From an optimization exercise on the open Yosys and OpenROAD flow, aimed at small area, a short achievable clock period and few clock cycles; shortcuts taken in it are not production practice. Where RTL was checked, it was by simulation tests only, not by an equivalence proof against the original. Only the layout flow was run in runs 3 and 4; the RTL was not checked for function there. Power and IR drop assume default switching activity.

===== flow/design.v =====
package slpm_pkg;
    typedef enum logic [2:0] {
        REQ_CLEAR   = 3'd0,
        REQ_ELEMENT = 3'd1,
        REQ_RANGE   = 3'd2,
        REQ_BYTE    = 3'd3,
        REQ_END     = 3'd4
    } req_code_t;
    typedef struct packed {
        logic [2:0] req_type;
        logic       is_percent;
        logic       negate;
        logic [7:0] range_low;
        logic [7:0] range_high;
        logic [7:0] value_byte;
    } item_t;
    typedef struct packed {
        logic matched;
        logic pattern_error;
    } result_t;
    typedef struct packed {
        logic       new_elem;
        logic       add_range;
        logic       is_percent;
        logic       negate;
        logic [7:0] range_low;
        logic [7:0] range_high;
    } cell_wr_t;
endpackage
module slpm_cell #(
    parameter int MAX_RANGES = 4
) (
    input  logic       clk,
    input  logic       create,        
    input  logic       wr_slot,       
    input  logic       is_percent,
    input  logic       negate,
    input  logic [7:0] range_low,     
    input  logic [7:0] range_high,
    input  logic [7:0] value_byte,
    output logic       pct,
    output logic       neg,
    output logic       any_hit        
);
    logic       pct_reg;
    logic       neg_reg;
    logic [7:0] lo_reg [MAX_RANGES];
    logic [7:0] hi_reg [MAX_RANGES];
    logic [MAX_RANGES-1:0] in_rng;
    function automatic logic le8(input logic [7:0] a, input logic [7:0] b);
        logic c_lo, c_h0, c_h1;
        c_lo = 1'b1;
        for (int i = 0; i < 4; i++)
            c_lo = (b[i] & ~a[i]) | (c_lo & (b[i] | ~a[i]));
        c_h0 = 1'b0;
        c_h1 = 1'b1;
        for (int i = 4; i < 8; i++)
        begin
            c_h0 = (b[i] & ~a[i]) | (c_h0 & (b[i] | ~a[i]));
            c_h1 = (b[i] & ~a[i]) | (c_h1 & (b[i] | ~a[i]));
        end
        le8 = c_h0 | (c_lo & c_h1);
    endfunction
    always_ff @(posedge clk)
    begin
        if (create)
        begin
            pct_reg <= is_percent;
            neg_reg <= negate;
        end
    end
    always_ff @(posedge clk)
    begin
        if (wr_slot)
        begin
            lo_reg[0] <= range_low;
            hi_reg[0] <= range_high;
        end
        else
        begin
            lo_reg[0] <= lo_reg[MAX_RANGES-1];
            hi_reg[0] <= hi_reg[MAX_RANGES-1];
        end
        for (int k = 1; k < MAX_RANGES; k++)
        begin
            lo_reg[k] <= {lo_reg[k-1][7] | create, lo_reg[k-1][6:0]};
            hi_reg[k] <= {hi_reg[k-1][7] & !create, hi_reg[k-1][6:0]};
        end
    end
    for (genvar r = 0; r < MAX_RANGES; r++)
    begin : g_rng
        assign in_rng[r] = le8(lo_reg[r], value_byte) && le8(value_byte, hi_reg[r]);
    end
    assign pct     = pct_reg;
    assign neg     = neg_reg;
    assign any_hit = |in_rng;
endmodule
module sql_like_pattern_matcher #(
    parameter int MAX_ELEMENTS = 32,
    parameter int MAX_RANGES   = 4
) (
    input  logic        clk,
    input  logic        rst_n,
    input  logic        item_valid,
    output logic        item_ready,
    input  logic [2:0]  item_req_type,
    input  logic        item_is_percent,
    input  logic        item_negate,
    input  logic [7:0]  item_range_low,
    input  logic [7:0]  item_range_high,
    input  logic [7:0]  item_value_byte,
    output logic        result_valid,
    input  logic        result_ready,
    output logic        result_matched,
    output logic        result_pattern_error
);
    localparam int ME = MAX_ELEMENTS;
    localparam int MR = MAX_RANGES;
    localparam int NP = ME + 1;
    localparam int LV = $clog2(NP);
    localparam int RQ_DEPTH = 4;
    localparam int TW = $clog2(RQ_DEPTH + 1);
    logic       ready_reg;
    logic       s1_valid;
    logic [2:0] s1_type;
    logic       s1_pct, s1_neg;
    logic [7:0] s1_lo, s1_hi, s1_byte;
    logic       s1_clear, s1_elem, s1_range, s1_byte_req, s1_end;
    logic       s1_stall;
    logic       take;
    assign take = item_valid && ready_reg;
    always_ff @(posedge clk or negedge rst_n)
    begin
        if (!rst_n)
            s1_valid <= 1'b0;
        else
            s1_valid <= ready_reg ? item_valid : s1_stall;
    end
    always_ff @(posedge clk)
    begin
        if (ready_reg)
        begin
            s1_type <= item_req_type;
            s1_pct  <= item_is_percent;
            s1_neg  <= item_negate;
            s1_lo   <= item_range_low;
            s1_hi   <= item_range_high;
            s1_byte <= item_value_byte;
        end
    end
    assign s1_clear    = s1_valid && (s1_type == slpm_pkg::REQ_CLEAR);
    assign s1_elem     = s1_valid && (s1_type == slpm_pkg::REQ_ELEMENT);
    assign s1_range    = s1_valid && (s1_type == slpm_pkg::REQ_RANGE);
    assign s1_byte_req = s1_valid && (s1_type == slpm_pkg::REQ_BYTE);
    assign s1_end      = s1_valid && (s1_type == slpm_pkg::REQ_END);
    logic [ME-1:0] elem_mask, elem_mask_d;
    logic [MR-1:0] slot_used, slot_used_d;
    logic          ovf_reg;
    logic          elem_full, rng_full, range_ok;
    logic          new_elem, wr_range;
    logic [ME-1:0] sel_new, sel_last;
    assign elem_full = elem_mask[ME-1];
    assign rng_full  = &slot_used;
    assign range_ok  = elem_mask[0] && !rng_full;
    assign s1_stall  = s1_range && range_ok && slot_used[MR-1];
    assign new_elem  = s1_elem && !elem_full;
    assign wr_range  = s1_range && range_ok && !slot_used[MR-1];
    for (genvar e = 0; e < ME; e++)
    begin : g_sel
        if (e == 0)
            assign sel_new[e] = !elem_mask[0];
        else
            assign sel_new[e] = elem_mask[e-1] && !elem_mask[e];
        if (e == ME - 1)
            assign sel_last[e] = elem_mask[e];
        else
            assign sel_last[e] = elem_mask[e] && !elem_mask[e+1];
    end
    always_comb
    begin
        elem_mask_d = elem_mask;
        if (s1_clear)
            elem_mask_d = '0;
        else if (new_elem)
            elem_mask_d = {elem_mask[ME-2:0], 1'b1};
        if (new_elem)
            slot_used_d = '0;
        else
            slot_used_d = {slot_used[MR-2:0], slot_used[MR-1] | wr_range};
    end
    always_ff @(posedge clk or negedge rst_n)
    begin
        if (!rst_n)
        begin
            elem_mask <= '0;
            ovf_reg   <= 1'b0;
        end
        else
        begin
            elem_mask <= elem_mask_d;
            if (s1_clear)
                ovf_reg <= 1'b0;
            else if ((s1_elem && elem_full) || (s1_range && !range_ok))
                ovf_reg <= 1'b1;
        end
    end
    always_ff @(posedge clk)
        slot_used <= slot_used_d;
    logic [7:0]    wr_lo, wr_hi;
    logic [ME-1:0] cell_pct, cell_neg, cell_any;
    assign wr_lo = {s1_lo[7] | s1_elem, s1_lo[6:0]};
    assign wr_hi = {s1_hi[7] & !s1_elem, s1_hi[6:0]};
    for (genvar e = 0; e < ME; e++)
    begin : g_cell
        slpm_cell #(
            .MAX_RANGES (MR)
        ) u_cell (
            .clk        (clk),
            .create     (new_elem && sel_new[e]),
            .wr_slot    ((new_elem && sel_new[e]) || (wr_range && sel_last[e])),
            .is_percent (s1_pct),
            .negate     (s1_neg),
            .range_low  (wr_lo),
            .range_high (wr_hi),
            .value_byte (s1_byte),
            .pct        (cell_pct[e]),
            .neg        (cell_neg[e]),
            .any_hit    (cell_any[e])
        );
    end
    logic          s1_range_d, stall_d, pop;
    logic [TW-1:0] ends_reg, ends_d;    
    logic          rq_head_valid;
    assign pop        = rq_head_valid && result_ready;
    assign ends_d     = ends_reg + TW'(take && item_req_type == slpm_pkg::REQ_END) - TW'(pop);
    assign s1_range_d = ready_reg ? (item_valid && item_req_type == slpm_pkg::REQ_RANGE) : s1_stall;
    assign stall_d    = s1_range_d && !(&slot_used_d) && slot_used_d[MR-1] &&
                        !s1_clear && (elem_mask[0] || new_elem);
    always_ff @(posedge clk or negedge rst_n)
    begin
        if (!rst_n)
        begin
            ends_reg  <= '0;
            ready_reg <= 1'b1;
        end
        else
        begin
            ends_reg  <= ends_d;
            ready_reg <= !stall_d && (ends_d < TW'(RQ_DEPTH));
        end
    end
    assign item_ready = ready_reg;
    logic          s2_byte, s2_end, s2_clear;
    logic [ME-1:0] s2_any;
    always_ff @(posedge clk or negedge rst_n)
    begin
        if (!rst_n)
        begin
            s2_byte  <= 1'b0;
            s2_end   <= 1'b0;
            s2_clear <= 1'b0;
        end
        else
        begin
            s2_byte  <= s1_byte_req;
            s2_end   <= s1_end;
            s2_clear <= s1_clear;
        end
    end
    always_ff @(posedge clk)
        s2_any <= cell_any;
    logic [NP-1:0] act_reg;
    logic [NP-1:0] kg [LV+1];
    logic [NP-1:0] kp [LV+1];
    logic [NP-1:0] closed, step_next, end_pos;
    logic [ME-1:0] lpct, adv;
    logic          matched;
    assign lpct = cell_pct & elem_mask;
    assign adv  = elem_mask & ~cell_pct & (s2_any ^ cell_neg);
    always_comb
    begin
        kg[0] = act_reg;
        kp[0] = {lpct, 1'b0};
        for (int k = 0; k < LV; k++)
        begin
            for (int j = 0; j < NP; j++)
            begin
                if (j >= (1 << k))
                begin
                    kg[k+1][j] = kg[k][j] || (kp[k][j] && kg[k][j-(1<<k)]);
                    kp[k+1][j] = kp[k][j] && kp[k][j-(1<<k)];
                end
                else
                begin
                    kg[k+1][j] = kg[k][j];
                    kp[k+1][j] = kp[k][j];
                end
            end
        end
    end
    assign closed = kg[LV];
    assign step_next = ({1'b0, closed[ME-1:0] & lpct}) | ({closed[ME-1:0] & adv, 1'b0});
    assign end_pos = {elem_mask, 1'b1} & ~{1'b0, elem_mask};
    assign matched = |(closed & end_pos);
    always_ff @(posedge clk or negedge rst_n)
    begin
        if (!rst_n)
            act_reg <= NP'(1);
        else if (s2_end || s2_clear)
            act_reg <= NP'(1);
        else if (s2_byte)
            act_reg <= step_next;
    end
    logic s3_end;
    logic s3_matched, s3_error;
    always_ff @(posedge clk or negedge rst_n)
    begin
        if (!rst_n)
            s3_end <= 1'b0;
        else
            s3_end <= s2_end;
    end
    always_ff @(posedge clk)
    begin
        s3_matched <= matched;
        s3_error   <= ovf_reg;
    end
    logic [RQ_DEPTH-1:0] rq_valid;
    logic [1:0]          rq_data [RQ_DEPTH];
    logic [RQ_DEPTH-1:0] rq_valid_sh;
    logic [1:0]          rq_data_sh [RQ_DEPTH];
    assign rq_head_valid = rq_valid[0];
    always_comb
    begin
        for (int k = 0; k < RQ_DEPTH; k++)
        begin
            if (pop)
            begin
                rq_valid_sh[k] = (k + 1 < RQ_DEPTH) ? rq_valid[(k+1) % RQ_DEPTH] : 1'b0;
                rq_data_sh[k]  = (k + 1 < RQ_DEPTH) ? rq_data[(k+1) % RQ_DEPTH] : rq_data[k];
            end
            else
            begin
                rq_valid_sh[k] = rq_valid[k];
                rq_data_sh[k]  = rq_data[k];
            end
        end
    end
    always_ff @(posedge clk or negedge rst_n)
    begin
        if (!rst_n)
            rq_valid <= '0;
        else
        begin
            for (int k = 0; k < RQ_DEPTH; k++)
                rq_valid[k] <= rq_valid_sh[k] ||
                               (s3_end && (k == 0 || rq_valid_sh[(k+RQ_DEPTH-1) % RQ_DEPTH]));
        end
    end
    always_ff @(posedge clk)
    begin
        for (int k = 0; k < RQ_DEPTH; k++)
        begin
            if (s3_end && !rq_valid_sh[k] && (k == 0 || rq_valid_sh[(k+RQ_DEPTH-1) % RQ_DEPTH]))
                rq_data[k] <= {s3_matched, s3_error};
            else
                rq_data[k] <= rq_data_sh[k];
        end
    end
    assign result_valid         = rq_valid[0];
    assign result_matched       = rq_data[0][1];
    assign result_pattern_error = rq_data[0][0];
endmodule

===== flow/run.sh =====
#!/bin/bash
# synth_recipe.tcl (not shown) runs the flow's synth.tcl, then flattens the netlist and writes it again
# the make line also repeats each setting of config.mk as NAME=value (left out here)
make -C /OpenROAD-flow-scripts/flow DESIGN_CONFIG=/design/flow/config.mk WORK_HOME=/design/flow/orfs CLKGATE_MAP_FILE= SYNTH_SCRIPT=/design/flow/synth_recipe.tcl finish

===== flow/config.mk =====
export PLATFORM = sky130hd
export DESIGN_NAME = sql_like_pattern_matcher
export DESIGN_NICKNAME = sql_like_pattern_matcher
export VERILOG_FILES = /design/flow/design.v
export SDC_FILE = /design/flow/constraint.sdc
export NUM_CORES = 4
export LEC_CHECK = 0
export CAP_MARGIN = 20
export CORE_MARGIN = 2
export CORE_UTILIZATION = 55
export PLACE_DENSITY = 0.65
export SETUP_SLACK_MARGIN = 3.8
export SLEW_MARGIN = 20

===== flow/constraint.sdc =====
create_clock -name core_clock -period 7.0 [get_ports {clk}]
set_input_delay 1.4000 -clock core_clock [delete_from_list [all_inputs] [get_ports {clk}]]
set_output_delay 1.4000 -clock core_clock [all_outputs]
set_load 0.01 [all_outputs]

==> impl_metrics.yaml, run 1 <==
timing:
  setup_tns_ns: 0
  hold_viol_final: 0
  rsz0062_at_grt: "yes"
  fin_worst_skew_ns: 0.0396
  final-max-slew-violation-count: 0
  report.final.setup_viol: 0
  max_freq_mhz: 287
  min_period_over_period_pct: 49.7
  layout_setup_ws_ns: 3.52
  worst-slew-pin-transition_ns: 1.17
  layout_min_cycle_time_ns: 3.48
  max_slew_margin_pct: 22.2
cells_and_area:
  fin_nets: 8318
  share_of_cells_above_drive_strength_1_pct: 16.8
  design_area_mm2: 0.0994
  most_used_cells_in_the_layout_excluding_fill_and_tap_cells: "sky130_fd_sc_hd__dfxtp_1, sky130_fd_sc_hd__maj3_1, sky130_fd_sc_hd__nand2_1"
  final_common_cell: "sky130_fd_sc_hd__dfxtp_1"
  areaGrowthSynthToFinish_pct: 15.6
  filler_cell_count: 12300
clock_network:
  cts-root-buf: "sky130_fd_sc_hd__clkbuf_16"
  postCtsHoldBufs: 0
  cts_buffers: 221
  cts.sink_count: 2266
  clkSlewWorstSetupHoldPaths_ns: 0.06
  cts_buffer_depth: 3
  cts_tree: "built"
  clk-insertion-delay-late_ns: 0.85
  htree_num_levels: 4
pwr:
  p_switching_w: 0.0115
  p_per_area_mw_per_mm2: 357
  power.switching_fraction_pct: 32.5
  power.sequential.fraction_pct: 39.8
  share_comb_of_total_power_pct: 25.4
  ir_drop_mv: 0.340
  leakage_dissipation_nw: 38.7
  clock_power_share_pct: 34.9
  power.total_w: 0.0355
  power_report.internal_total_w: 0.0239
global_route:
  grtUsageTotal_pct: 32.8
  grt_first_pass_wirelength_um: 394000
  grt_start_max_net_pins: 154
  globalRouteOverflowTotal: 0
  grt_antenna_before_repair: 12
  first_global_vias: 62600
worst_setup_path:
  worst_ep_required_time_ns: 7.76
  crit_top_cell: "sky130_fd_sc_hd__maj3_1"
  cp.arrival_ns: 4.24
  timing.critical_path.from: "s1_byte[1]$_DFFE_PP_"
  rr_endpoint: "s2_any[23]$_DFF_P_"
  cp-end-kind: "register"
  worstSetupPathType: "register to register"
  reg2reg_from: "s1_byte[1]$_DFFE_PP_"
  path_max_fanout: 11
  r2r_setup_slack_ns: 3.52
  worst_path_largest_cell_delay_ns: 0.42
  nature_of_the_critical_path_startpoint: "register"
  cp_cell_sequence: "buf_12 > buf_12 > buf_8 > inv_12 > maj3_1 > maj3_1 > maj3_1 > maj3_1 > maj3_1 > maj3_2 > a31oi_1 > or4_1"
  worst_path_max_delay_cell: "sky130_fd_sc_hd__edfxtp_1"
  r2r.worst_path.cells: 12
  worst_setup_path_endpoint: "s2_any[23]$_DFF_P_"
logic_synthesis:
  syn_avg_cell_area_um2: 10.4
  synth-edff-count: 101
  top_cell_type_by_total_area_after_synthesis: "sky130_fd_sc_hd__dfxtp_1"
  post_synth_main_area_contributors: "sky130_fd_sc_hd__dfxtp_1, sky130_fd_sc_hd__maj3_1, sky130_fd_sc_hd__mux2_2, sky130_fd_sc_hd__edfxtp_1, sky130_fd_sc_hd__nor2b_1"
  synthesis.instances: 8287
  synth.yosys.seq_area_share_pct: 54.4
  async_flop_share_pct: 3.49
  synth_area_mm2: 0.0860
  synthFlopType: "sky130_fd_sc_hd__dfxtp_1"
  yosysTopAreaCellShare_pct: 48.5
  synth_seq_cells: 2266
  synthesis.nets: 8323
  ys.warnings.count: 8
  post_synth_num_cell_types: 97
detailed_routing:
  drcViolationCount: 0
  routedLengthMet1_um: 116000
  highest_layer_used_for_signal_routing: "met5"
  met3_length_um: 20600
  final_antenna_net_count: 0
  drt_iter0_drc: 6139
  vias: 64400
  detail_routed_via_count_per_cell: 6.12
  routed_wire_length_per_instance_um: 25.8
  dr_wl_met2_um: 122000
  first_pass_iters: 6
  routed_wl_um: 272000
die:
  fp.coreArea_mm2: 0.156
  placement_rows: 145
  design.die.area_mm2: 0.160
  die_width_um: 399
  io_pins: 37
  initial_core_util_pct: 55.2
  floorplan.die.height_um: 399
placement:
  gp_congestion: 0.965
  dpl-instance-area_mm2: 0.0880
  dpl.hpwl_um: 148000
  dp_slack_ns: 3.03
  portbufs: 36
run:
  max_cap_viol_count: 0
outcome:
  run_status: "finished clean"
worst_hold_path:
  holdCritPathClass: "register to register"
[worst max-delay path, delay by kind of cell, from the launching register on]
family	cells	cell delay (ns)
and+or+nand+nor	1	0.12
adders and majority gates	6	2.18
AOI/OAI and AO/OA	1	0.13
buffers and inverters	4	0.52
DFF	1	0.42
[repair_timing]
| action | in CTS | in global routing |
|---|---|---|
| resized for setup | 216 | 207 |
| endpoints found under the setup margin | 365 | 153 |
| buffers inserted | 75 | 28 |
| gates cloned | 33 | 10 |
| pin swaps | 57 | 81 |
[power groups by stage]
stage / clock, W / combinational (W) / sequential, W
after floorplan: 0 / 0.00453 / 0.0142
after global placement: 0 / 0.00694 / 0.0144
after detailed placement: 0 / 0.00707 / 0.0144
after CTS: 0.0125 / 0.00843 / 0.0141
after global routing: 0.0130 / 0.00936 / 0.0141
final: 0.0124 / 0.00899 / 0.0141
[cell families after synthesis]
family	share of synthesized area [%]
buffers and inverters	3.95
adder cells (fa/ha/maj)	8.32
multiplexers	5.32
AO/OA/AOI/OAI	14.3
AND/OR/NAND/NOR	13.4
XOR/XNOR	0.326
flip-flops	54.4
[routing by layer]
metal,GRT usage [%],vias up
met2,52.6,2530
met4,13.7,6
li1,-,29600
met1,44.0,31600
met5,0,-
met3,5.30,646
[cells in the mapped netlist, drive strengths merged, types with 61 or more instances]
library cell / instances
o221ai: 74
nor2b: 407
inv: 341
clkbuf: 319
nand2: 493
dfxtp: 2086
a211oi: 61
a221oi: 90
nor2: 404
o21ai: 399
nand2b: 323
o22ai: 114
nand3: 107
buf: 193
dfrtp: 77
a21oi: 364
maj3: 706
a31oi: 89
nor3: 112
mux2: 402
edfxtp: 101
or2: 92
[area by class of cell]
type / count / area (um^2) / share of cell area [%]
diodes: 1 / 2.50 / 0.00252
multi-input cells: 5167 / 37000 / 37.2
clock buffers: 329 / 6590 / 6.62
repair buffers: 277 / 3960 / 3.98
inverters: 343 / 1400 / 1.41
repair inverters: 6 / 82.6 / 0.0831
flip-flops and latches: 2266 / 46800 / 47.1
well taps: 2058 / 2570 / 2.59
clock inverters: 81 / 1070 / 1.07
[worst min path at each step]
stage,start,to,slack [ns],cells past startpoint
after floorplan,g_cell[0].u_cell.hi_reg[1][0]$_DFF_P_,g_cell[0].u_cell.hi_reg[2][0]$_DFF_P_,0.32,0
after CTS,g_cell[13].u_cell.lo_reg[1][2]$_DFF_P_,g_cell[13].u_cell.lo_reg[2][2]$_DFF_P_,0.32,0
after global routing,g_cell[13].u_cell.lo_reg[1][2]$_DFF_P_,g_cell[13].u_cell.lo_reg[2][2]$_DFF_P_,0.33,0
final,g_cell[23].u_cell.hi_reg[0][6]$_DFF_P_,g_cell[23].u_cell.hi_reg[1][6]$_DFF_P_,0.32,0
after detailed placement,g_cell[24].u_cell.hi_reg[2][0]$_DFF_P_,g_cell[24].u_cell.hi_reg[3][0]$_DFF_P_,0.33,0
after global placement,g_cell[14].u_cell.hi_reg[2][0]$_DFF_P_,g_cell[14].u_cell.hi_reg[3][0]$_DFF_P_,0.32,0
[per-stage QoR]
| stage | hold WS [ns] | cells | util, % |
|---|---|---|---|
| finish | 0.324 | 10500 | 63.8 |
| global route | 0.327 | 10500 | 63.8 |
| CTS | 0.318 | 10500 | 63.0 |
| detailed placement | 0.327 | 9971 | 56.5 |
| global placement | 0.324 | 9969 | 56.5 |
| floorplan | 0.323 | 8287 | - |
Testbench counts, summed over its fixed seeds: cycles 53,310.
==> inputs of run 2 (changes only) <==
--- a/flow/config.mk
+++ b/flow/config.mk
@@ -9,5 +9,3 @@
 export CORE_MARGIN = 2
-export CORE_UTILIZATION = 55
-export PLACE_DENSITY = 0.65
-export SETUP_SLACK_MARGIN = 3.8
+export CORE_UTILIZATION = 40
 export SLEW_MARGIN = 20
==> run 2 against run 1 <==
  * Critical path depth did not move
  * Cell area down 2.7%
  * Area after synthesis unchanged
  * Power is 4.9% lower
  * Non-clock buffer count shrank 136
  * Fmax down 22%
  * Sequential share of layout area increased by 1.3 points
  * Hold slack gained 0.0078 ns
  * Synthesized cell count did not move
  * Global-route usage is 10 points lower
  * Via count shrank 3.5%
  * Die area rose by 37%
  * Critical path type unchanged
  * Largest power group unchanged
  * Highest routed layer is now met4
==> impl_metrics.yaml, run 2 <==
logic_synthesis:
  async_flop_share_pct: 3.49
  synth_area_mm2: 0.0860
  top_cell_type_by_total_area_after_synthesis: "sky130_fd_sc_hd__dfxtp_1"
  synth.yosys.seq_area_share_pct: 54.4
  synthesis.nets: 8323
  synthMostInstantiatedCell: "sky130_fd_sc_hd__dfxtp_1"
  yosysTopAreaCellShare_pct: 48.5
  netlist_top_cells_count: "sky130_fd_sc_hd__dfxtp_1, sky130_fd_sc_hd__maj3_1, sky130_fd_sc_hd__nand2_1, sky130_fd_sc_hd__nor2b_1, sky130_fd_sc_hd__nor2_1"
  synth_seq_cells: 2266
  syn_avg_cell_area_um2: 10.4
  synthesis.instances: 8287
  post_synth_main_area_contributors: "sky130_fd_sc_hd__dfxtp_1, sky130_fd_sc_hd__maj3_1, sky130_fd_sc_hd__mux2_2, sky130_fd_sc_hd__edfxtp_1, sky130_fd_sc_hd__nor2b_1"
  synthFlopType: "sky130_fd_sc_hd__dfxtp_1"
  synth-edff-count: 101
  ys.warnings.count: 8
  post_synth_num_cell_types: 97
cells_and_area:
  fin_nets: 8175
  share_of_cells_above_drive_strength_1_pct: 12.7
  most_used_cells_in_the_layout_excluding_fill_and_tap_cells: "sky130_fd_sc_hd__dfxtp_1, sky130_fd_sc_hd__maj3_1, sky130_fd_sc_hd__nand2_1"
  areaGrowthSynthToFinish_pct: 12.4
  instances_no_fill: 11200
  final_common_cell: "sky130_fd_sc_hd__dfxtp_1"
  filler_cell_count: 19800
worst_setup_path:
  reg2reg_from: "s1_byte[1]$_DFFE_PP_"
  crit_top_cell: "sky130_fd_sc_hd__buf_4"
  cp_cell_sequence: "buf_4 > buf_4 > nand2_2 > buf_4 > o21ai_1 > o21ai_1 > maj3_1 > maj3_2 > maj3_2 > o21a_1 > a221o_1 > or4_1"
  path_max_fanout: 24
  rr_endpoint: "s2_any[1]$_DFF_P_"
  r2r_setup_slack_ns: 2.53
  cp-end-kind: "register"
  r2r.worst_path.cells: 12
  worst_ep_required_time_ns: 7.74
  worst_path_largest_cell_delay_ns: 0.56
  worstPathBufferInverterCount: 3
  worstSetupPathType: "register to register"
  cp.arrival_ns: 5.21
  timing.critical_path.max_delay_family: "buffers and inverters"
  worst_path_max_delay_cell: "sky130_fd_sc_hd__buf_4"
  nature_of_the_critical_path_startpoint: "register"
detailed_routing:
  detail_routed_via_count_per_cell: 5.56
  first_pass_iters: 6
  routed_wire_length_per_instance_um: 22.4
  final_antenna_net_count: 0
  drt_iter0_drc: 5462
  drcViolationCount: 0
  vias: 62200
  routed_wl_um: 251000
run:
  max_cap_viol_count: 0
timing:
  max_slew_margin_pct: 22.6
  fin_worst_skew_ns: 0.0272
  hold_viol_final: 0
  worst-slew-pin-transition_ns: 1.16
  setup_tns_ns: 0
  layout_min_cycle_time_ns: 4.47
  final-max-slew-violation-count: 0
  max_freq_mhz: 224
  report.final.setup_viol: 0
  rsz0062_at_grt: "no"
  min_period_over_period_pct: 63.8
die:
  design.die.area_mm2: 0.219
  fp.coreArea_mm2: 0.214
  floorplan.die.height_um: 468
  die_width_um: 468
  initial_core_util_pct: 40.2
  io_pins: 37
  placement_rows: 170
clock_network:
  htree_num_levels: 4
  cts_tree: "built"
  cts.sink_count: 2266
  cts-root-buf: "sky130_fd_sc_hd__clkbuf_16"
  post_cts_resize_count: 0
  clk-insertion-delay-late_ns: 0.87
  cts_buffer_depth: 3
  post_cts_buffers: 0
  cts_buffers: 221
  clkSlewWorstSetupHoldPaths_ns: 0.07
  postCtsHoldBufs: 0
worst_hold_path:
  holdCritPathClass: "register to register"
  whs_path_cells: 0
  whs_endpoint: "g_cell[15].u_cell.lo_reg[3][4]$_DFF_P_"
  min_from: "g_cell[15].u_cell.lo_reg[2][4]$_DFF_P_"
placement:
  post_place_cells: 10800
  gp_congestion: 0.953
  dpl.hpwl_um: 153000
  portbufs: 36
global_route:
  first_global_vias: 61300
  grtUsageTotal_pct: 22.4
  globalRouteOverflowTotal: 0
  grt_start_max_net_pins: 111
  grt_antenna_before_repair: 19
  grt_first_pass_wirelength_um: 378000
pwr:
  power.total_w: 0.0337
  p_per_area_mw_per_mm2: 349
  leakage_dissipation_nw: 37.0
  ir_drop_mv: 0.261
outcome:
  run_status: "finished clean"
-- run 2: cell counts after synthesis --
No cell type changed its count.
-- run 2: routing by layer --
layer | part of all wire [%] | track usage [%] | up-vias | routed length (um)
li1 | - | - | 29300 | -
met1 | 46 | 31.2 | 30600 | 115000
met2 | 46 | 36.4 | 1885 | 114000
met3 | 5.8 | 2.90 | 374 | 14500
met4 | 2.5 | 6.40 | 0 | 6230
met5 | 0 | 0 | - | 0
-- run 2: worst reg2reg max path: stages (launching register included) --
cell and delay (ns):
sky130_fd_sc_hd__edfxtp_1 0.46, sky130_fd_sc_hd__buf_4 0.56, sky130_fd_sc_hd__buf_4 0.56, sky130_fd_sc_hd__nand2_2 0.10, sky130_fd_sc_hd__buf_4 0.30, sky130_fd_sc_hd__o21ai_1 0.24, sky130_fd_sc_hd__o21ai_1 0.09, sky130_fd_sc_hd__maj3_1 0.38
sky130_fd_sc_hd__maj3_2 0.31, sky130_fd_sc_hd__maj3_2 0.31, sky130_fd_sc_hd__o21a_1 0.19, sky130_fd_sc_hd__a221o_1 0.33, sky130_fd_sc_hd__or4_1 0.52
-- run 2: layout make-up --
cell class	instances	area, um^2	area share (%)
diodes	8	20.0	0.0207
clock buffers	337	6650	6.88
clock inverters	79	945	0.977
inverters	343	1340	1.39
multi-input cells	5166	36000	37.2
flip-flops and latches	2266	46800	48.4
well taps	2838	3550	3.67
repair buffers	141	1400	1.44
-- run 2: power by group --
| part | switching (W) | leakage [nW] | internal, W |
|---|---|---|---|
| Clock | 0.00521 | 3.75 | 0.00715 |
| Combinational | 0.00499 | 14.4 | 0.00224 |
| Sequential | 0.000515 | 18.9 | 0.0136 |
| Total | 0.0107 | 37.0 | 0.0230 |
-- run 2: how the worst max path moves through the flow --
stage,startpoint,end,slack [ns],depth (start not counted)
after floorplan,s1_byte[1]$_DFFE_PP_,s2_any[11]$_DFF_P_,3.88,11
after global placement,s1_byte[1]$_DFFE_PP_,s2_any[1]$_DFF_P_,2.59,12
after detailed placement,s1_byte[1]$_DFFE_PP_,s2_any[1]$_DFF_P_,2.61,12
after CTS,s1_byte[1]$_DFFE_PP_,s2_any[1]$_DFF_P_,2.58,12
after global routing,s1_byte[1]$_DFFE_PP_,s2_any[19]$_DFF_P_,2.45,12
final,s1_byte[1]$_DFFE_PP_,s2_any[1]$_DFF_P_,2.53,12
-- run 2: stage by stage --
stage	hold slack, ns	utilization, %	worst slack (ns)	cell area (um^2)
final	0.332	45.1	2.53	96700
after global routing	0.340	45.1	2.45	96700
after CTS	0.327	45.1	2.58	96600
after detailed placement	0.327	41.6	2.61	89100
after global placement	0.324	41.5	2.59	89000
after floorplan	0.323	-	3.88	86000
-- run 2: kinds of logic (layout without fill, tap and decap cells) --
group / after synthesis / in the layout / synth area share, %
adders and majority gates: 709 / 709 / 8.32
AOI/OAI and AO/OA: 1810 / 1810 / 14.3
buffers and inverters: 855 / 900 / 3.95
other: 0 / 8 / 0
muxes: 407 / 407 / 5.32
DFF: 2266 / 2266 / 54.4
xor gates and xnor gates: 32 / 32 / 0.326
and+or+nand+nor: 2208 / 2208 / 13.4
==> inputs of run 3 (changes only) <==
--- a/flow/design.v
+++ b/flow/design.v
@@ -39,3 +39,6 @@
     input  logic [7:0] range_high,
-    input  logic [7:0] value_byte,
+    input  logic [3:0] byte_lo,       
+    input  logic [3:0] byte_lo_n,     
+    input  logic [3:0] byte_hi,       
+    input  logic [3:0] byte_hi_n,     
     output logic       pct,
@@ -44,20 +47,17 @@
 );
+    localparam int MR = MAX_RANGES;
     logic       pct_reg;
     logic       neg_reg;
-    logic [7:0] lo_reg [MAX_RANGES];
-    logic [7:0] hi_reg [MAX_RANGES];
-    logic [MAX_RANGES-1:0] in_rng;
-    function automatic logic le8(input logic [7:0] a, input logic [7:0] b);
-        logic c_lo, c_h0, c_h1;
-        c_lo = 1'b1;
+    logic [7:0] lo_reg [MR];
+    logic [7:0] hi_reg [MR];
+    logic [MR-1:0] c_lo, c_hi;            
+    logic [MR-1:0] c_lo_reg, c_hi_reg;    
+    logic [MR-1:0] in_rng;
+    function automatic logic le4(input logic [3:0] a_n, input logic [3:0] b,
+                                 input logic c_in);
+        logic c;
+        c = c_in;
         for (int i = 0; i < 4; i++)
-            c_lo = (b[i] & ~a[i]) | (c_lo & (b[i] | ~a[i]));
-        c_h0 = 1'b0;
-        c_h1 = 1'b1;
-        for (int i = 4; i < 8; i++)
-        begin
-            c_h0 = (b[i] & ~a[i]) | (c_h0 & (b[i] | ~a[i]));
-            c_h1 = (b[i] & ~a[i]) | (c_h1 & (b[i] | ~a[i]));
-        end
-        le8 = c_h0 | (c_lo & c_h1);
+            c = (b[i] & a_n[i]) | (c & (b[i] | a_n[i]));
+        le4 = c;
     endfunction
@@ -80,6 +80,6 @@
         begin
-            lo_reg[0] <= lo_reg[MAX_RANGES-1];
-            hi_reg[0] <= hi_reg[MAX_RANGES-1];
+            lo_reg[0] <= lo_reg[MR-1];
+            hi_reg[0] <= hi_reg[MR-1];
         end
-        for (int k = 1; k < MAX_RANGES; k++)
+        for (int k = 1; k < MR; k++)
         begin
@@ -89,5 +89,16 @@
     end
-    for (genvar r = 0; r < MAX_RANGES; r++)
-    begin : g_rng
-        assign in_rng[r] = le8(lo_reg[r], value_byte) && le8(value_byte, hi_reg[r]);
+    for (genvar r = 0; r < MR; r++)
+    begin : g_lo
+        assign c_lo[r] = le4(~lo_reg[r][3:0], byte_lo, 1'b1);
+        assign c_hi[r] = le4(byte_lo_n, hi_reg[r][3:0], 1'b1);
+    end
+    always_ff @(posedge clk)
+    begin
+        c_lo_reg <= {c_lo[MR-2:0], c_lo[MR-1]};
+        c_hi_reg <= {c_hi[MR-2:0], c_hi[MR-1]};
+    end
+    for (genvar r = 0; r < MR; r++)
+    begin : g_hi
+        assign in_rng[r] = le4(~lo_reg[r][7:4], byte_hi, c_lo_reg[r]) &&
+                           le4(byte_hi_n, hi_reg[r][7:4], c_hi_reg[r]);
     end
@@ -120,3 +131,3 @@
     localparam int LV = $clog2(NP);
-    localparam int RQ_DEPTH = 4;
+    localparam int RQ_DEPTH = 5;
     localparam int TW = $clog2(RQ_DEPTH + 1);
@@ -126,3 +137,4 @@
     logic       s1_pct, s1_neg;
-    logic [7:0] s1_lo, s1_hi, s1_byte;
+    logic [7:0] s1_lo, s1_hi;
+    logic [3:0] s1_blo, s1_blo_n, s1_bhi;
     logic       s1_clear, s1_elem, s1_range, s1_byte_req, s1_end;
@@ -147,3 +159,5 @@
             s1_hi   <= item_range_high;
-            s1_byte <= item_value_byte;
+            s1_blo   <= item_value_byte[3:0];
+            s1_blo_n <= ~item_value_byte[3:0];
+            s1_bhi   <= item_value_byte[7:4];
         end
@@ -210,2 +224,3 @@
     logic [ME-1:0] cell_pct, cell_neg, cell_any;
+    logic [3:0]    s2_bhi, s2_bhi_n;
     assign wr_lo = {s1_lo[7] | s1_elem, s1_lo[6:0]};
@@ -224,3 +239,6 @@
             .range_high (wr_hi),
-            .value_byte (s1_byte),
+            .byte_lo    (s1_blo),
+            .byte_lo_n  (s1_blo_n),
+            .byte_hi    (s2_bhi),
+            .byte_hi_n  (s2_bhi_n),
             .pct        (cell_pct[e]),
@@ -253,3 +271,6 @@
     logic          s2_byte, s2_end, s2_clear;
-    logic [ME-1:0] s2_any;
+    logic          s3_byte, s3_end, s3_clear;
+    logic [ME-1:0] s3_any;
+    logic [ME-1:0] elem_mask_p;     
+    logic          ovf_p;           
     always_ff @(posedge clk or negedge rst_n)
@@ -261,2 +282,5 @@
             s2_clear <= 1'b0;
+            s3_byte  <= 1'b0;
+            s3_end   <= 1'b0;
+            s3_clear <= 1'b0;
         end
@@ -267,2 +291,5 @@
             s2_clear <= s1_clear;
+            s3_byte  <= s2_byte;
+            s3_end   <= s2_end;
+            s3_clear <= s2_clear;
         end
@@ -270,3 +297,9 @@
     always_ff @(posedge clk)
-        s2_any <= cell_any;
+    begin
+        s2_bhi      <= s1_bhi;
+        s2_bhi_n    <= ~s1_bhi;
+        s3_any      <= cell_any;
+        elem_mask_p <= elem_mask;
+        ovf_p       <= ovf_reg;
+    end
     logic [NP-1:0] act_reg;
@@ -277,4 +310,4 @@
     logic          matched;
-    assign lpct = cell_pct & elem_mask;
-    assign adv  = elem_mask & ~cell_pct & (s2_any ^ cell_neg);
+    assign lpct = cell_pct & elem_mask_p;
+    assign adv  = elem_mask_p & ~cell_pct & (s3_any ^ cell_neg);
     always_comb
@@ -302,3 +335,3 @@
     assign step_next = ({1'b0, closed[ME-1:0] & lpct}) | ({closed[ME-1:0] & adv, 1'b0});
-    assign end_pos = {elem_mask, 1'b1} & ~{1'b0, elem_mask};
+    assign end_pos = {elem_mask_p, 1'b1} & ~{1'b0, elem_mask_p};
     assign matched = |(closed & end_pos);
@@ -308,9 +341,9 @@
             act_reg <= NP'(1);
-        else if (s2_end || s2_clear)
+        else if (s3_end || s3_clear)
             act_reg <= NP'(1);
-        else if (s2_byte)
+        else if (s3_byte)
             act_reg <= step_next;
     end
-    logic s3_end;
-    logic s3_matched, s3_error;
+    logic s4_end;
+    logic s4_matched, s4_error;
     always_ff @(posedge clk or negedge rst_n)
@@ -318,5 +351,5 @@
         if (!rst_n)
-            s3_end <= 1'b0;
+            s4_end <= 1'b0;
         else
-            s3_end <= s2_end;
+            s4_end <= s3_end;
     end
@@ -324,4 +357,4 @@
     begin
-        s3_matched <= matched;
-        s3_error   <= ovf_reg;
+        s4_matched <= matched;
+        s4_error   <= ovf_p;
     end
@@ -356,3 +389,3 @@
                 rq_valid[k] <= rq_valid_sh[k] ||
-                               (s3_end && (k == 0 || rq_valid_sh[(k+RQ_DEPTH-1) % RQ_DEPTH]));
+                               (s4_end && (k == 0 || rq_valid_sh[(k+RQ_DEPTH-1) % RQ_DEPTH]));
         end
@@ -363,4 +396,4 @@
         begin
-            if (s3_end && !rq_valid_sh[k] && (k == 0 || rq_valid_sh[(k+RQ_DEPTH-1) % RQ_DEPTH]))
-                rq_data[k] <= {s3_matched, s3_error};
+            if (s4_end && !rq_valid_sh[k] && (k == 0 || rq_valid_sh[(k+RQ_DEPTH-1) % RQ_DEPTH]))
+                rq_data[k] <= {s4_matched, s4_error};
             else
--- a/flow/config.mk
+++ b/flow/config.mk
@@ -9,3 +9,5 @@
 export CORE_MARGIN = 2
-export CORE_UTILIZATION = 40
+export CORE_UTILIZATION = 55
+export PLACE_DENSITY = 0.65
+export SETUP_SLACK_MARGIN = 4.5
 export SLEW_MARGIN = 20
==> run 3 against run 2 <==
  * Via count decreased by 9.4%
  * Clock power up 14%
  * Synthesized cell count fell by 9.9%
  * Hold slack got worse by 0.017 ns
  * Highest routed layer unchanged
  * Still clean on timing, DRC and antenna
  * Clock-buffer cell count up 80
  * Setup slack gained 1.3 ns
  * Die area shrank 26%
  * Cell area grew 6.9%
  * Non-clock buffer count rose by 159
  * Largest cell class unchanged
==> impl_metrics.yaml, run 3 <==
outcome:
  run_status: "finished clean"
placement:
  gp_congestion: 0.961
  dpl-instance-area_mm2: 0.0895
  dpl.hpwl_um: 129000
  portbufs: 36
  dp_slack_ns: 3.42
  post_place_cells: 9269
logic_synthesis:
  synthFlopType: "sky130_fd_sc_hd__dfxtp_1"
  async_flop_share_pct: 3.23
  synth_area_mm2: 0.0872
  ys.warnings.count: 8
  synth_seq_cells: 2573
  yosysTopAreaCellShare_pct: 54.7
  syn_avg_cell_area_um2: 11.7
  synthesis.instances: 7467
  synth-edff-count: 107
  post_synth_main_area_contributors: "sky130_fd_sc_hd__dfxtp_1, sky130_fd_sc_hd__maj3_1, sky130_fd_sc_hd__mux2_2, sky130_fd_sc_hd__edfxtp_1, sky130_fd_sc_hd__dfrtp_1"
  synth.yosys.seq_area_share_pct: 60.8
  top_cell_type_by_total_area_after_synthesis: "sky130_fd_sc_hd__dfxtp_1"
  synthMostInstantiatedCell: "sky130_fd_sc_hd__dfxtp_1"
  post_synth_num_cell_types: 92
  synthesis.nets: 7503
  netlist_top_cells_count: "sky130_fd_sc_hd__dfxtp_1, sky130_fd_sc_hd__maj3_1, sky130_fd_sc_hd__mux2_2, sky130_fd_sc_hd__nor2_1, sky130_fd_sc_hd__nand2_1"
detailed_routing:
  first_pass_iters: 6
  routed_wire_length_per_instance_um: 23.4
  drcViolationCount: 0
  dr_wl_met2_um: 110000
  highest_layer_used_for_signal_routing: "met4"
  final_antenna_net_count: 0
  detail_routed_via_count_per_cell: 5.67
  met3_length_um: 11800
  drt_iter0_drc: 4492
  routedLengthMet1_um: 103000
  vias: 56300
  routed_wl_um: 233000
timing:
  max_freq_mhz: 317
  report.final.setup_viol: 0
  min_period_over_period_pct: 45.1
  worst-slew-pin-transition_ns: 1.10
  setup_tns_ns: 0
  layout_min_cycle_time_ns: 3.16
  fin_worst_skew_ns: 0.0494
  hold_viol_final: 0
  fin_worst_hold_slack_ns: 0.315
  max_slew_margin_pct: 25.7
  final-max-slew-violation-count: 0
  rsz0062_at_grt: "yes"
  layout_setup_ws_ns: 3.84
cells_and_area:
  fin_nets: 7702
  design_area_mm2: 0.103
  multiInputGateArea_mm2: 0.0341
  final_common_cell: "sky130_fd_sc_hd__dfxtp_1"
  most_used_cells_in_the_layout_excluding_fill_and_tap_cells: "sky130_fd_sc_hd__dfxtp_1, sky130_fd_sc_hd__maj3_1, sky130_fd_sc_hd__mux2_2"
  areaGrowthSynthToFinish_pct: 18.5
  instances_no_fill: 9933
  filler_cell_count: 11900
  area.sequential_mm2: 0.0530
  share_of_cells_above_drive_strength_1_pct: 25.3
global_route:
  grt_antenna_before_repair: 12
  globalRouteOverflowTotal: 0
  grt_start_max_net_pins: 101
  first_global_vias: 56200
  grtUsageTotal_pct: 28.2
  grt_first_pass_wirelength_um: 347000
die:
  fp.coreArea_mm2: 0.158
  placement_rows: 146
  design.die.area_mm2: 0.162
  initial_core_util_pct: 55.2
  io_pins: 37
  floorplan.die.height_um: 402
  die_width_um: 402
worst_setup_path:
  reg2reg_from: "act_reg[0]$_DFFE_PN1P_"
  cp_cell_sequence: "buf_6"
  path_max_fanout: 2
  cp.arrival_ns: 1.76
  cp-end-kind: "primary output"
  timing.critical_path.from: "ready_reg$_DFF_PN1_"
  nature_of_the_critical_path_startpoint: "register"
  worstPathBufferInverterCount: 1
  worst_path_max_delay_cell: "sky130_fd_sc_hd__dfstp_4"
  worst_ep_required_time_ns: 5.60
  timing.critical_path.max_delay_family: "flip-flops"
  worst_path_largest_cell_delay_ns: 0.71
  worstSetupPathType: "register to primary output"
run:
  max_cap_viol_count: 0
worst_hold_path:
  min_from: "g_cell[6].u_cell.lo_reg[2][0]$_DFF_P_"
  holdCritPathClass: "register to register"
clock_network:
  cts_buffer_depth: 4
  clkSlewWorstSetupHoldPaths_ns: 0.06
  clk-insertion-delay-late_ns: 0.91
  cts_tree: "built"
  htree_num_levels: 5
  cts-root-buf: "sky130_fd_sc_hd__clkbuf_16"
  cts_buffers: 274
  cts.sink_count: 2573
pwr:
  clock_power_share_pct: 39.1
  power.switching_fraction_pct: 28.0
  power_report.internal_total_w: 0.0260
  p_per_area_mw_per_mm2: 350
  power.sequential.fraction_pct: 44.9
  ir_drop_mv: 0.273
  share_comb_of_total_power_pct: 16.0
  p_switching_w: 0.0101
  leakage_dissipation_nw: 41.0
-- run 3: changes by cell type after synthesis, sizes merged, moves of 93 or more --
cell / delta
buf: -100
dfxtp: +297
inv: -191
maj3: +474
nand2b: -258
nor2b: -198
nor3: -93
-- run 3: kinds of logic (layout without fill, tap and decap cells) --
group,after synthesis,in the layout,share of synthesized area (%)
AOI/OAI and AO/OA,1255,1255,8.86
xor gates and xnor gates,33,33,0.331
adders and majority gates,1183,1183,13.7
buffers and inverters,532,917,2.40
DFF,2573,2573,60.8
muxes,487,487,6.28
other,0,7,0
and+or+nand+nor,1404,1406,7.63
-- run 3: final cells by class --
type                    instances  area share (%)
diodes                          7          0.0170
flip-flops and latches       2573            51.3
multi-input cells            4364            33.0
repair buffers                300            3.99
clock buffers                 417            8.07
well taps                    2072            2.51
inverters                     152           0.613
repair inverters                1         0.00848
clock inverters                47           0.430
-- run 3: worst paths after layout --
kind	to	slack (ns)	cells after the start
worst min register to register	g_cell[6].u_cell.lo_reg[3][0]$_DFF_P_	0.32	0
worst min-delay path	g_cell[6].u_cell.lo_reg[3][0]$_DFF_P_	0.32	0
worst max-delay path	item_ready	3.84	1
worst max register to register	act_reg[27]$_DFFE_PN0P_	4.30	12
min in group asynchronous	ends_reg[2]$_DFF_PN0_	0.40	1
max in group asynchronous	act_reg[11]$_DFFE_PN0P_	5.29	2
-- run 3: metal layers --
layer | global-route usage [%] | vias to the layer above
li1 | - | 26600
met2 | 47.6 | 1507
met4 | 9.39 | 0
met5 | 0 | -
met1 | 37.4 | 27800
met3 | 3.80 | 423
-- run 3: power groups by stage --
stage | logic, W | registers [W] | clock network (W)
finish | 0.00578 | 0.0162 | 0.0141
global route | 0.00606 | 0.0163 | 0.0149
CTS | 0.00553 | 0.0162 | 0.0143
detailed placement | 0.00440 | 0.0166 | 0
global placement | 0.00436 | 0.0166 | 0
floorplan | 0.00269 | 0.0163 | 0
-- run 3: worst reg2reg max path: stages, from the launching register on --
cell and delay (ns):
sky130_fd_sc_hd__dfstp_2 0.54, sky130_fd_sc_hd__nand3_2 0.10, sky130_fd_sc_hd__a21boi_4 0.21, sky130_fd_sc_hd__buf_12 0.14, sky130_fd_sc_hd__a41oi_4 0.13, sky130_fd_sc_hd__buf_6 0.16, sky130_fd_sc_hd__buf_6 0.11, sky130_fd_sc_hd__a211oi_4 0.31
sky130_fd_sc_hd__nor2_4 0.08, sky130_fd_sc_hd__o211ai_4 0.29, sky130_fd_sc_hd__nor3b_4 0.27, sky130_fd_sc_hd__o31ai_1 0.11, sky130_fd_sc_hd__a31oi_1 0.18
-- run 3: timing repair --
| item | in CTS | in global routing |
|---|---|---|
| hold buffers | 0 | 0 |
| gates resized for setup | 540 | 316 |
| setup buffers | 124 | 39 |
| cloned | 26 | 4 |
| pin swaps | 240 | 193 |
| endpoints found under the hold margin | 0 | 0 |
| setup endpoints to repair | 853 | 439 |
-- run 3: through the flow --
step | util (%) | power, W
after floorplan | - | 0.0190
after global placement | 56.6 | 0.0209
after detailed placement | 56.6 | 0.0210
after CTS | 64.6 | 0.0361
after global routing | 65.4 | 0.0373
final | 65.4 | 0.0361
==> inputs of run 4 (changes only) <==
--- a/flow/config.mk
+++ b/flow/config.mk
@@ -10,2 +10,3 @@
 export CORE_UTILIZATION = 55
+export CTS_BUF_LIST = sky130_fd_sc_hd__clkbuf_4 sky130_fd_sc_hd__clkbuf_8
 export PLACE_DENSITY = 0.65
==> run 4 against run 3 <==
  * Sequential share of layout area hardly changed
  * Non-clock buffer count is 24 higher
  * Clock-buffer cell count rose by 247
  * First-iteration DRC count is 0.82% lower
  * Largest power group unchanged
  * Still clean on timing, DRC and antenna
  * Clock skew up 0.053 ns
  * Via count up 1.6%
  * Core utilization grew 0.055 points
  * Combinational power increased by 1%
  * Fmax shrank 2.3%
  * Synthesized cell count unchanged
  * Final cell count grew 2.8%
  * Flip-flop and latch count is the same
==> impl_metrics.yaml, run 4 <==
cells_and_area:
  design_area_mm2: 0.103
  most_used_cells_in_the_layout_excluding_fill_and_tap_cells: "sky130_fd_sc_hd__dfxtp_1, sky130_fd_sc_hd__maj3_1, sky130_fd_sc_hd__clkbuf_8"
  final_common_cell: "sky130_fd_sc_hd__dfxtp_1"
  fin_nets: 7863
  share_of_cells_above_drive_strength_1_pct: 28.4
  areaGrowthSynthToFinish_pct: 18.6
detailed_routing:
  drt_iter0_drc: 4455
  detail_routed_via_count_per_cell: 5.61
  drcViolationCount: 0
  vias: 57200
  final_antenna_net_count: 0
  first_pass_iters: 6
  routed_wl_um: 236000
  routed_wire_length_per_instance_um: 23.1
logic_synthesis:
  synthesis.nets: 7503
  synthMostInstantiatedCell: "sky130_fd_sc_hd__dfxtp_1"
  synth-edff-count: 107
  netlist_top_cells_count: "sky130_fd_sc_hd__dfxtp_1, sky130_fd_sc_hd__maj3_1, sky130_fd_sc_hd__mux2_2, sky130_fd_sc_hd__nor2_1, sky130_fd_sc_hd__nand2_1"
  top_cell_type_by_total_area_after_synthesis: "sky130_fd_sc_hd__dfxtp_1"
  post_synth_num_cell_types: 92
  syn_avg_cell_area_um2: 11.7
  synthFlopType: "sky130_fd_sc_hd__dfxtp_1"
  synth.yosys.seq_area_share_pct: 60.8
  synth_area_mm2: 0.0872
  post_synth_main_area_contributors: "sky130_fd_sc_hd__dfxtp_1, sky130_fd_sc_hd__maj3_1, sky130_fd_sc_hd__mux2_2, sky130_fd_sc_hd__edfxtp_1, sky130_fd_sc_hd__dfrtp_1"
  yosysTopAreaCellShare_pct: 54.7
  synth_seq_cells: 2573
  synthesis.instances: 7467
  ys.warnings.count: 8
  async_flop_share_pct: 3.23
pwr:
  p_per_area_mw_per_mm2: 341
  power.switching_fraction_pct: 28.9
  leakage_dissipation_nw: 41.4
  p_switching_w: 0.0102
  share_comb_of_total_power_pct: 16.6
  power.sequential.fraction_pct: 45.9
  clock_power_share_pct: 37.5
  power.total_w: 0.0353
  ir_drop_mv: 0.209
  power_report.internal_total_w: 0.0251
worst_setup_path:
  worst_path_largest_cell_delay_ns: 0.70
  r2r_setup_slack_ns: 4.26
  worst_path_max_delay_cell: "sky130_fd_sc_hd__dfstp_4"
  worstSetupPathType: "register to primary output"
  worstSetupPathDepth: 1
  cp-end-kind: "primary output"
  cp_cell_sequence: "buf_6"
  timing.critical_path.max_delay_family: "flip-flops"
  worstPathBufferInverterCount: 1
  worst_ep_required_time_ns: 5.60
  cp.arrival_ns: 1.83
  r2r.worst_path.cells: 12
  nature_of_the_critical_path_startpoint: "register"
  path_max_fanout: 2
placement:
  portbufs: 36
  dpl-instance-area_mm2: 0.0895
  dp_slack_ns: 3.42
  dpl.hpwl_um: 129000
  gp_congestion: 0.961
die:
  fp.coreArea_mm2: 0.158
  floorplan.die.height_um: 402
  design.die.area_mm2: 0.162
  die_width_um: 402
  io_pins: 37
  initial_core_util_pct: 55.2
  placement_rows: 146
global_route:
  grt_antenna_before_repair: 15
  globalRouteOverflowTotal: 0
  grtUsageTotal_pct: 28.5
  first_global_vias: 57600
  grt_start_max_net_pins: 101
  grt_first_pass_wirelength_um: 351000
worst_hold_path:
  holdCritPathClass: "input pin to async pin"
clock_network:
  cts_buffers: 411
  clk-insertion-delay-late_ns: 1.08
  cts-root-buf: "sky130_fd_sc_hd__clkbuf_8"
  cts_tree: "built"
  clkSlewWorstSetupHoldPaths_ns: 0.06
  htree_num_levels: 5
  postCtsHoldBufs: 0
  cts.sink_count: 2573
  cts_buffer_depth: 4
timing:
  final-max-slew-violation-count: 0
  layout_min_cycle_time_ns: 3.23
  layout_setup_ws_ns: 3.77
  worst-slew-pin-transition_ns: 1.04
  rsz0062_at_grt: "yes"
  hold_viol_final: 0
  setup_tns_ns: 0
  min_period_over_period_pct: 46.2
  fin_worst_skew_ns: 0.103
  report.final.setup_viol: 0
  max_freq_mhz: 309
  max_slew_margin_pct: 30.5
run:
  max_cap_viol_count: 0
outcome:
  run_status: "finished clean"
[run 4: cells by family (layout without fill, tap and decap cells)]
group,after synthesis,after routing,synth area share [%]
AO/OA/AOI/OAI,1255,1255,8.86
multiplexers,487,487,6.28
XOR/XNOR,33,33,0.331
flip-flops,2573,2573,60.8
buffers and inverters,532,1190,2.40
AND/OR/NAND/NOR,1404,1406,7.63
other,0,8,0
adder cells (fa/ha/maj),1183,1183,13.7
[run 4: power by group through the flow]
| stage | combinational (W) | clock [W] | sequential [W] |
|---|---|---|---|
| CTS | 0.00556 | 0.0135 | 0.0162 |
| global placement | 0.00436 | 0 | 0.0166 |
| detailed placement | 0.00440 | 0 | 0.0166 |
| global route | 0.00613 | 0.0141 | 0.0163 |
| floorplan | 0.00269 | 0 | 0.0163 |
| finish | 0.00586 | 0.0132 | 0.0162 |
[run 4: stage by stage]
stage	hold slack, ns	instances	util [%]
final	0.227	10200	65.4
after global routing	0.184	10200	65.4
after CTS	0.131	10100	64.4
after detailed placement	0.327	9269	56.6
after global placement	0.325	9269	56.6
after floorplan	0.310	7467	-
[run 4: timing repair]
item / 4_1_cts / 5_1_grt
cloned: 26 / 3
setup endpoints to repair: 866 / 320
buffers inserted: 134 / 54
resized for setup: 493 / 382
pin swaps: 180 / 224
[run 4: metal layers]
layer | vias up | global-route usage (%) | share of wire (%)
li1 | 27000 | - | -
met1 | 28000 | 37.1 | 44
met2 | 1714 | 48.4 | 47
met3 | 478 | 4.20 | 5.4
met4 | 0 | 10.3 | 3.6
met5 | - | 0 | 0
[run 4: cell type report]
class	count	area, um^2
Antenna cell	8	20.0
Clock buffer	664	8190
Clock inverter	49	384
Fill cell	12000	54600
Inverter	152	627
Multi-Input combinational cell	4364	34200
Sequential cell	2573	53000
Tap cell	2072	2590
Timing Repair Buffer	324	4320
Timing Repair inverter	1	8.76
[run 4: path summary, 6_finish.rpt]
path | startpoint | end
hold reg to reg | g_cell[5].u_cell.lo_reg[2][5]$_DFF_P_ | g_cell[5].u_cell.lo_reg[3][5]$_DFF_P_
min in group core_clock | g_cell[5].u_cell.lo_reg[2][5]$_DFF_P_ | g_cell[5].u_cell.lo_reg[3][5]$_DFF_P_
max in group asynchronous | rst_n | act_reg[11]$_DFFE_PN0P_
hold / removal | rst_n | ends_reg[2]$_DFF_PN0_
setup / recovery | ready_reg$_DFF_PN1_ | item_ready
setup reg to reg | s2_bhi[0]$_DFF_P_ | s3_any[8]$_DFF_P_
==> inputs of run 5 (changes only) <==
--- a/flow/design.v
+++ b/flow/design.v
@@ -133,3 +133,4 @@
     localparam int TW = $clog2(RQ_DEPTH + 1);
-    logic       ready_reg;
+    logic       ready_reg;      
+    logic       stall_reg;      
     logic       s1_valid;
@@ -148,3 +149,3 @@
         else
-            s1_valid <= ready_reg ? item_valid : s1_stall;
+            s1_valid <= stall_reg || take;
     end
@@ -152,3 +153,3 @@
     begin
-        if (ready_reg)
+        if (!stall_reg)
         begin
@@ -253,3 +254,3 @@
     assign ends_d     = ends_reg + TW'(take && item_req_type == slpm_pkg::REQ_END) - TW'(pop);
-    assign s1_range_d = ready_reg ? (item_valid && item_req_type == slpm_pkg::REQ_RANGE) : s1_stall;
+    assign s1_range_d = stall_reg || (take && item_req_type == slpm_pkg::REQ_RANGE);
     assign stall_d    = s1_range_d && !(&slot_used_d) && slot_used_d[MR-1] &&
@@ -262,2 +263,3 @@
             ready_reg <= 1'b1;
+            stall_reg <= 1'b0;
         end
@@ -267,2 +269,3 @@
             ready_reg <= !stall_d && (ends_d < TW'(RQ_DEPTH));
+            stall_reg <= stall_d;
         end
--- a/flow/config.mk
+++ b/flow/config.mk
@@ -10,3 +10,2 @@
 export CORE_UTILIZATION = 55
-export CTS_BUF_LIST = sky130_fd_sc_hd__clkbuf_4 sky130_fd_sc_hd__clkbuf_8
 export PLACE_DENSITY = 0.65
==> run 5 against run 4 <==
  * Still clean on timing, DRC and antenna
  * Critical path depth is the same
  * Clock skew shrank 0.032 ns
  * Clock-buffer cell count shrank 318
  * Largest cell class unchanged
==> impl_metrics.yaml, run 5 <==
placement:
  dpl.hpwl_um: 129000
  portbufs: 36
  gp_congestion: 0.917
  post_place_cells: 9269
  dp_slack_ns: 2.75
cells_and_area:
  filler_cell_count: 12100
  areaGrowthSynthToFinish_pct: 18.5
  multiInputGateArea_mm2: 0.0342
  final_common_cell: "sky130_fd_sc_hd__dfxtp_1"
  fin_nets: 7675
  area.sequential_mm2: 0.0530
  most_used_cells_in_the_layout_excluding_fill_and_tap_cells: "sky130_fd_sc_hd__dfxtp_1, sky130_fd_sc_hd__maj3_1, sky130_fd_sc_hd__mux2_2"
  instances_no_fill: 9926
  share_of_cells_above_drive_strength_1_pct: 25.9
worst_setup_path:
  r2r_setup_slack_ns: 4.12
  worstSetupPathType: "register to primary output"
  cp_cell_sequence: "buf_6"
  worst_ep_required_time_ns: 5.60
  path_max_fanout: 2
  worst_path_largest_cell_delay_ns: 0.60
  timing.critical_path.max_delay_family: "flip-flops"
  worstPathBufferInverterCount: 1
  nature_of_the_critical_path_startpoint: "register"
  cp-end-kind: "primary output"
  worst_path_max_delay_cell: "sky130_fd_sc_hd__dfstp_2"
  cp.arrival_ns: 1.58
timing:
  min_period_over_period_pct: 42.5
  setup_tns_ns: 0
  hold_viol_final: 0
  fin_worst_skew_ns: 0.0708
  layout_min_cycle_time_ns: 2.98
  layout_setup_ws_ns: 4.02
  fin_worst_hold_slack_ns: 0.308
  rsz0062_at_grt: "yes"
  report.final.setup_viol: 0
  max_slew_margin_pct: 20.2
  max_freq_mhz: 336
  worst-slew-pin-transition_ns: 1.20
  final-max-slew-violation-count: 0
logic_synthesis:
  synthesis.nets: 7516
  post_synth_num_cell_types: 85
  synth_mux_area_share_pct: 6.28
  post_synth_main_area_contributors: "sky130_fd_sc_hd__dfxtp_1, sky130_fd_sc_hd__maj3_1, sky130_fd_sc_hd__mux2_2, sky130_fd_sc_hd__edfxtp_1, sky130_fd_sc_hd__o21ai_0"
  synth_area_mm2: 0.0872
  synthesis.instances: 7480
  syn_avg_cell_area_um2: 11.7
  async_flop_share_pct: 3.26
  synth-edff-count: 107
  netlist_top_cells_count: "sky130_fd_sc_hd__dfxtp_1, sky130_fd_sc_hd__maj3_1, sky130_fd_sc_hd__mux2_2, sky130_fd_sc_hd__nor2_1, sky130_fd_sc_hd__o21ai_0"
  synth.yosys.seq_area_share_pct: 60.8
  yosys.area_share.adder_pct: 13.6
  yosysTopAreaCellShare_pct: 54.7
  synth_compound_gate_area_share_pct: 8.81
  largest_family_of_logic_cells_by_synthesized_area: "adder cells"
  yosys.area_share.xor_xnor_pct: 0.342
  synthMostInstantiatedCell: "sky130_fd_sc_hd__dfxtp_1"
  synth_seq_cells: 2574
  ys.warnings.count: 8
  post_synth_and_or_nand_nor_area_fraction_pct: 7.65
  synthFlopType: "sky130_fd_sc_hd__dfxtp_1"
  top_cell_type_by_total_area_after_synthesis: "sky130_fd_sc_hd__dfxtp_1"
clock_network:
  cts.sink_count: 2574
  cts_tree: "built"
  htree_num_levels: 4
  cts_buffers: 241
  cts_buffer_depth: 3
  clk-insertion-delay-late_ns: 0.89
  clkSlewWorstSetupHoldPaths_ns: 0.06
  cts-root-buf: "sky130_fd_sc_hd__clkbuf_16"
pwr:
  p_switching_w: 0.00714
  ir_drop_mv: 0.256
  p_per_area_mw_per_mm2: 301
  clock_power_share_pct: 44.3
  power_report.internal_total_w: 0.0240
  power.switching_fraction_pct: 22.9
  power.sequential.fraction_pct: 50.1
  leakage_dissipation_nw: 41.0
  share_comb_of_total_power_pct: 5.6
die:
  fp.coreArea_mm2: 0.158
  placement_rows: 146
  initial_core_util_pct: 55.2
  floorplan.die.height_um: 402
  design.die.area_mm2: 0.162
  io_pins: 37
  die_width_um: 402
detailed_routing:
  drcViolationCount: 0
  first_pass_iters: 6
  routed_wire_length_per_instance_um: 23.8
  final_antenna_net_count: 0
  vias: 56200
  detail_routed_via_count_per_cell: 5.67
  routed_wl_um: 236000
  drt_iter0_drc: 4445
global_route:
  grtUsageTotal_pct: 28.1
  globalRouteOverflowTotal: 0
  grt_antenna_before_repair: 13
  grt_start_max_net_pins: 177
  first_global_vias: 56300
  grt_first_pass_wirelength_um: 346000
run:
  max_cap_viol_count: 0
outcome:
  run_status: "finished clean"
worst_hold_path:
  holdCritPathClass: "register to register"
run 5: layout make-up:
class                      count  area share (%)
timing repair inverter         6           0.110
multi-input combinational   4366            33.1
tap                         2072            2.51
clock inverter               111            1.54
clock buffer                 346            6.75
antenna                        1         0.00242
sequential                  2574            51.4
inverter                     151           0.612
timing repair buffer         299            3.98
run 5: what timing repair did:
action                     in CTS  in global routing
hold buffers                    0                  0
setup buffers                 130                 30
resized for setup             636                310
pin swaps                     204                268
cloned                         23                 16
setup endpoints to repair     964                308
run 5: cells by family (layout without fill, tap and decap cells):
| logic type | after synthesis | after routing |
|---|---|---|
| simple gates | 1401 | 1403 |
| xor+xnor | 34 | 34 |
| other cells | 0 | 1 |
| fa+ha+maj | 1175 | 1175 |
| mux | 486 | 486 |
| compound gates | 1268 | 1268 |
| flops | 2574 | 2574 |
| buf+inv | 542 | 913 |
run 5: per-layer routing:
metal	vias to the layer above	part of all wire [%]	GRT usage [%]
met5	-	0	0
met4	0	3.2	9.27
met3	387	5.2	4.17
met2	1479	47	46.2
met1	27800	45	38.0
li1	26600	-	-
run 5: path summary, 6_finish.rpt:
check / startpoint / end / cells after the start
hold / removal: g_cell[8].u_cell.hi_reg[2][5]$_DFF_P_ / g_cell[8].u_cell.hi_reg[3][5]$_DFF_P_ / 0
setup / recovery: ready_reg$_DFF_PN1_ / item_ready / 1
hold reg to reg: g_cell[8].u_cell.hi_reg[2][5]$_DFF_P_ / g_cell[8].u_cell.hi_reg[3][5]$_DFF_P_ / 0
min in group asynchronous: rst_n / s2_byte$_DFF_PN0_ / 1
max in group asynchronous: rst_n / act_reg[8]$_DFFE_PN0P_ / 2
setup reg to reg: g_cell[17].u_cell.pct_reg$_DFFE_PP_ / s4_matched$_DFF_P_ / 9
run 5: through the flow:
stage / total power (W) / cell area (um^2) / utilization, %
after floorplan: 0.0167 / 87200 / -
after global placement: 0.0172 / 89400 / 56.7
after detailed placement: 0.0173 / 89400 / 56.7
after CTS: 0.0312 / 102000 / 64.6
after global routing: 0.0321 / 103000 / 65.4
final: 0.0311 / 103000 / 65.4
run 5: power by group through the flow:
stage | logic [W] | registers [W] | clock network, W
detailed placement | 0.00136 | 0.0159 | 0
CTS | 0.00163 | 0.0156 | 0.0140
global placement | 0.00135 | 0.0159 | 0
floorplan | 0.000911 | 0.0158 | 0
finish | 0.00173 | 0.0156 | 0.0138
global route | 0.00184 | 0.0157 | 0.0146
Testbench counts of run 5, summed over its fixed seeds: cycles 53,318.

## separate check: timing with driven ports
Ports are ideal in the flow. The routed layouts listed here were re-timed in OpenROAD. Step 1 assumes that a clkbuf_16 drives the clock port and a buf_2 every other input. Step 2 adds t to the input delays and takes it off the output delays; t is the mean of the earliest and latest rising clock arrival at the registers after step 1. Input paths then give back, and output paths get back, about the clock's delay inside the block. Slacks: ideal / step 1 / step 2; pairs: ideal / step 1.
run | t (ns) | setup WS [ns] | latest minus earliest clock arrival (ns) | worst register clock-pin slew, ns | cell pins on the clock port's net
run 1 | 0.917 | 3.522 / 3.522 / 3.343 | 0.042 / 0.042 | 0.07 / 0.07 | 1
run 2 | 0.954 | 2.532 / 2.532 / 2.532 | 0.032 / 0.032 | 0.07 / 0.07 | 1
run 3 | 0.974 | 3.842 / 3.758 / 3.705 | 0.051 / 0.051 | 0.06 / 0.06 | 1
run 4 | 1.113 | 3.767 / 3.682 / 3.491 | 0.104 / 0.105 | 0.07 / 0.07 | 1
run 5 | 0.939 | 4.025 / 3.936 / 3.746 | 0.072 / 0.071 | 0.07 / 0.07 | 1
After both steps every run listed still meets setup and hold. The setup slack of run 5, which loses most, moves by -0.089 ns with the drivers and by -0.279 ns with both steps.
